This design comes from an exercise in tuning for small area and a short achievable clock period on the open sky130 flow, not from production work. The RTL was checked by simulation tests, not by an equivalence proof against the original design. Power is estimated from default activity; no workload was simulated.

run a:
// rv_pipe
module rv_pipe (
  input  logic                           i_clk,
  input  logic                           i_rst_n,
  input  logic                           i_instr_vld,
  input  logic [rv_pipe_pkg::XLEN-1:0]   i_instr,
  input  logic [rv_pipe_pkg::XLEN-1:0]   i_pc,
  output logic                           o_wb_vld,
  output logic [rv_pipe_pkg::REG_AW-1:0] o_wb_addr,
  output logic [rv_pipe_pkg::XLEN-1:0]   o_wb_data
);
  function automatic logic [31:0] rev(input logic [31:0] v);
    for (int i = 0; i < 32; i++) rev[i] = v[31-i];
  endfunction
  logic        f_vld;
  logic [31:0] f_ins;
  logic [31:0] f_pc;
  logic [31:1] f_rs1_oh, f_rs2_oh;    
  always_ff @(posedge i_clk) begin
    f_vld <= i_rst_n & i_instr_vld;
    f_ins <= i_instr;
    f_pc  <= i_pc;
    for (int i = 1; i < 32; i++) begin
      f_rs1_oh[i] <= (i_instr[19:15] == 5'(i));
      f_rs2_oh[i] <= (i_instr[24:20] == 5'(i));
    end
  end
  logic [6:0] opc;
  logic [2:0] f3;
  logic [6:0] f7;
  logic [4:0] rd, rs1, rs2;
  logic       is_reg, is_imm, is_lui, is_auipc, is_alu;
  logic       alt, ok, d_wen;
  logic       use_rs1, use_rs2;
  assign opc = f_ins[6:0];
  assign rd  = f_ins[11:7];
  assign f3  = f_ins[14:12];
  assign rs1 = f_ins[19:15];
  assign rs2 = f_ins[24:20];
  assign f7  = f_ins[31:25];
  assign is_reg   = (opc == 7'b0110011);
  ...
Settings: LEC_CHECK=0, CAP_MARGIN=20, CORE_MARGIN=2, CORE_UTILIZATION=45, CTS_CLUSTER_DIAMETER=80, CTS_CLUSTER_SIZE=24, SETUP_SLACK_MARGIN=4.35, SLEW_MARGIN=20, SYNTH_HIERARCHICAL=1; clock period 7.0 ns.
standard.sh (not shown) runs the stock make flow with config.mk's settings and CLKGATE_MAP_FILE= SYNTH_SCRIPT=/design/flow/synth_recipe.tcl, a recipe that flattens the netlist after the stock synthesis.
==> flow/flow/run.sh <==
#!/bin/bash
# The standard layout (the standard.sh, same synthesis script), with:
#  - ABC_LOAD_IN_FF=2: abc maps for a 2 fF load instead of 5 fF, so that
#    the small cells of the design get minimum-size gates (timing repair
#    upsizes the ones on critical paths);
#  - the port buffers are buf_4 cells (buffer_ports otherwise picks a slow
#    delay buffer for them).
# make's full output goes to standard.log; ORFS's per-step logs stay under
# orfs/logs.
set -o pipefail
bash standard.sh ABC_LOAD_IN_FF=2 \
  CTS_ARGS="-sink_clustering_enable -repair_clock_nets -dont_use_dummy_load -sink_clustering_size 24 -sink_clustering_max_diameter 80" \
  BUFFER_PORTS_ARGS="-buffer_cell sky130_fd_sc_hd__buf_4" \
  finish > standard.log 2>&1
> inputs changed (run a -> run b)
diff --git a/flow/design.v b/flow/design.v
--- a/flow/design.v
+++ b/flow/design.v
@@ -94,22 +94,18 @@
   input  logic        i_sra,
   output logic [31:0] o_add,
   output logic [31:0] o_shlg
 );
   logic [31:0] sum;
   logic        cout;
-  logic [31:1] andn, orn, xr;
   rv_add32 u_add (
     .i_a   (i_a),
     .i_b   (i_b),
     .i_sub (i_sub),
     .o_sum (sum),
-    .o_cout(cout),
-    .o_andn(andn),
-    .o_orn (orn),
-    .o_xor (xr)
+    .o_cout(cout)
   );
   logic sgn_d, k1, k2;
   assign sgn_d = i_a[31] ^ i_b[31];
   assign k1 = (i_slt & ~sgn_d) | i_sltu;
   assign k2 = (~(i_slt | i_sltu) & sum[0]) | (i_slt & sgn_d & i_a[31]);
   rv_c_lt u_lt (.i_c(cout), .i_k1(k1), .i_k2(k2), .o_y(o_add[0]));
@@ -127,15 +123,15 @@
         assign hi = (k % 2 == 0) ? fill : ~fill;
       end
       rv_c_mux2i u_m (.i_a0(lv[k][j]), .i_a1(hi), .i_s(i_shamt[k]), .o_y(lv[k+1][j]));
     end
   end
   logic [31:0] lg;
-  assign lg[31:1] = ({31{i_xor}} & xr) | ({31{i_or}} & ~orn) | ({31{i_and}} & ~andn);
-  assign lg[0]    = (i_xor & (i_a[0] ^ i_b[0])) | (i_or & (i_a[0] | i_b[0])) |
-                    (i_and & i_a[0] & i_b[0]);
+  assign lg = ({32{i_xor}} & (i_a ^ i_b)) |
+              ({32{i_or}}  & (i_a | i_b)) |
+              ({32{i_and}} & (i_a & i_b));
   for (genvar j = 0; j < 32; j++) begin : g_out
     rv_c_selnl u_o (.i_s(i_csh), .i_a_n(lv[5][j]), .i_b(lg[j]), .o_y(o_shlg[j]));
   end
 endmodule
 module rv_c_mux2i (input logic i_a0, input logic i_a1, input logic i_s, output logic o_y);
   assign o_y = ~(i_s ? i_a1 : i_a0);
@@ -148,32 +144,25 @@
 endmodule
 module rv_add32 (
   input  logic [31:0] i_a,
   input  logic [31:0] i_b,
   input  logic        i_sub,
   output logic [31:0] o_sum,
-  output logic        o_cout,
-  output logic [31:1] o_andn,
-  output logic [31:1] o_orn,
-  output logic [31:1] o_xor
+  output logic        o_cout
 );
   logic [31:0] gg [0:5];
   logic [31:0] tt [0:5];
   logic [31:0] x;
   rv_ks_g0 u_g0 (.i_a(i_a[0]), .i_b(i_b[0]), .i_sub(i_sub), .o_gn(gg[0][0]));
   assign tt[0][0] = 1'b0;
   for (genvar j = 1; j < 32; j++) begin : g_pg
     rv_ks_g u_g (.i_a(i_a[j]), .i_b(i_b[j]), .i_sub(i_sub), .o_gn(gg[0][j]), .o_tn(tt[0][j]));
   end
-  rv_ks_x u_x0 (.i_a(i_a[0]), .i_b(i_b[0]), .i_sub(i_sub), .o_x(x[0]));
-  for (genvar j = 1; j < 32; j++) begin : g_x
-    rv_ks_hx u_x (.i_gn(gg[0][j]), .i_tn(tt[0][j]), .o_x(x[j]));
-  end
-  assign o_andn = gg[0][31:1];
-  assign o_orn  = tt[0][31:1];
-  assign o_xor  = x[31:1];
+  for (genvar j = 0; j < 32; j++) begin : g_x
+    rv_ks_x u_x (.i_a(i_a[j]), .i_b(i_b[j]), .i_sub(i_sub), .o_x(x[j]));
+  end
   for (genvar l = 0; l < 5; l++) begin : g_lvl
     for (genvar j = 0; j < 32; j++) begin : g_node
       if (j < (1 << l)) begin : g_pass
         rv_ks_inv u_i (.i_a(gg[l][j]), .o_y(gg[l+1][j]));
         assign tt[l+1][j] = 1'b0;
       end else if (l % 2 == 0) begin : g_np
@@ -199,15 +188,12 @@
                 output logic o_gn, output logic o_tn);
   logic b;
   assign b = i_b ^ i_sub;
   assign o_gn = ~(i_a & b);
   assign o_tn = ~(i_a | b);
 endmodule
-module rv_ks_hx (input logic i_gn, input logic i_tn, output logic o_x);
-  assign o_x = i_gn & ~i_tn;
-endmodule
 module rv_ks_x (input logic i_a, input logic i_b, input logic i_sub, output logic o_x);
   assign o_x = i_a ^ i_b ^ i_sub;
 endmodule
 module rv_ks_x2 (input logic i_a, input logic i_b, output logic o_y);
   assign o_y = i_a ^ i_b;
 endmodule
@@ -394,22 +380,22 @@
   for (genvar i = 1; i < 32; i++) begin : g_rfa
     assign rf_all[32*(i-1) +: 32] = rf_q[i];
   end
   rv_regfile u_rd1 (.i_q(rf_all), .i_sel(f_rs1_oh), .o_data(rf_rs1));
   rv_regfile u_rd2 (.i_q(rf_all), .i_sel(f_rs2_oh), .o_data(rf_rs2));
   logic [31:0] d_a, d_b;
-  logic        sa_rf, sa_pc, sb_rf, sb_immi, sb_immu;
+  logic        sa_rf, sa_pc, sb_rf, sb_imm;
+  logic [31:0] imm;
   assign sa_rf   = is_alu;
   assign sa_pc   = is_auipc;
   assign sb_rf   = is_reg;
-  assign sb_immi = is_imm;
-  assign sb_immu = ~is_alu;
+  assign sb_imm  = ~is_reg;
+  assign imm     = is_imm ? imm_i : imm_u;
   for (genvar j = 0; j < 32; j++) begin : g_dop
     rv_c_ao22  u_a (.i_a1(sa_rf), .i_b1(rf_rs1[j]), .i_a2(sa_pc), .i_b2(f_pc[j]), .o_y(d_a[j]));
-    rv_c_ao222 u_b (.i_a1(sb_rf), .i_b1(rf_rs2[j]), .i_a2(sb_immi), .i_b2(imm_i[j]),
-                    .i_a3(sb_immu), .i_b3(imm_u[j]), .o_y(d_b[j]));
+    rv_c_ao22  u_b (.i_a1(sb_rf), .i_b1(rf_rs2[j]), .i_a2(sb_imm), .i_b2(imm[j]), .o_y(d_b[j]));
   end
   logic       e_wen;
   logic [4:0] e_rd;
   logic       e_cadd, e_cshlg, e_sll;
   logic       fa1, fa2, fb1, fb2;
   assign fa1 = use_rs1 & e_wen & (e_rd == rs1);
Findings:
Sort run b and run a by pin count of the biggest net entering global routing desc -> top: run b. [compare] base=run a new=run b: detailed-route vias per instance now smaller, initial antenna violation count now larger, fraction of final layout cells sized beyond drive strength 1 now larger. Between run b and run a, count of clock buffers in the final design is higher for run b, run a comes in under that. Of run b and run a, the run reporting the lower number of filler instances in the final layout was run a. | number of buffers outside the clock class in the layout | lower: run b |. Clock-pin slew on the worst setup and hold paths: run b higher than run a. In run b, the data required time of the worst path came out 100 ps below the value in run a. Summary: with run a as the reference, sum of met2 wire segment lengths after detailed routing in run b moved up by a few percent. In the tables for run b and run a, fraction of the cycle the final worst path needs reads lower with run a. Lower reg-to-reg setup timing slack goes to run b over run a. In the metrics for run b and run a, the one carrying the higher global-route usage over all layers is run b. Portion of total power attributed to combinational logic: run b vs run a down 0.8 points.

==> port drivers added, routing unchanged <==
The flow's constraints put no driver on any port. The routed layouts listed below were extracted and timed again, unchanged, in two steps. Step 1, drivers: a clkbuf_16 drives i_clk and a buf_2 each remaining input, both assumed. Step 2, shift: input delay + t, output delay - t, t = (earliest + latest rising clock arrival at the registers) / 2. This alone moves slack from input paths to output paths. Three values: ideal, step 1, step 2; two values: the first two.
run	t (ns)	setup WS [ns]	worst setup path after step 2	latest minus earliest clock arrival (ns)	worst slew at a driven data input, ns
run a	0.762	4.288 / 4.252 / 4.288	register to register	0.073 / 0.074	0.18
run b	0.780	4.258 / 4.223 / 4.258	register to register	0.108 / 0.108	0.18
After both steps every run listed still meets setup and hold.
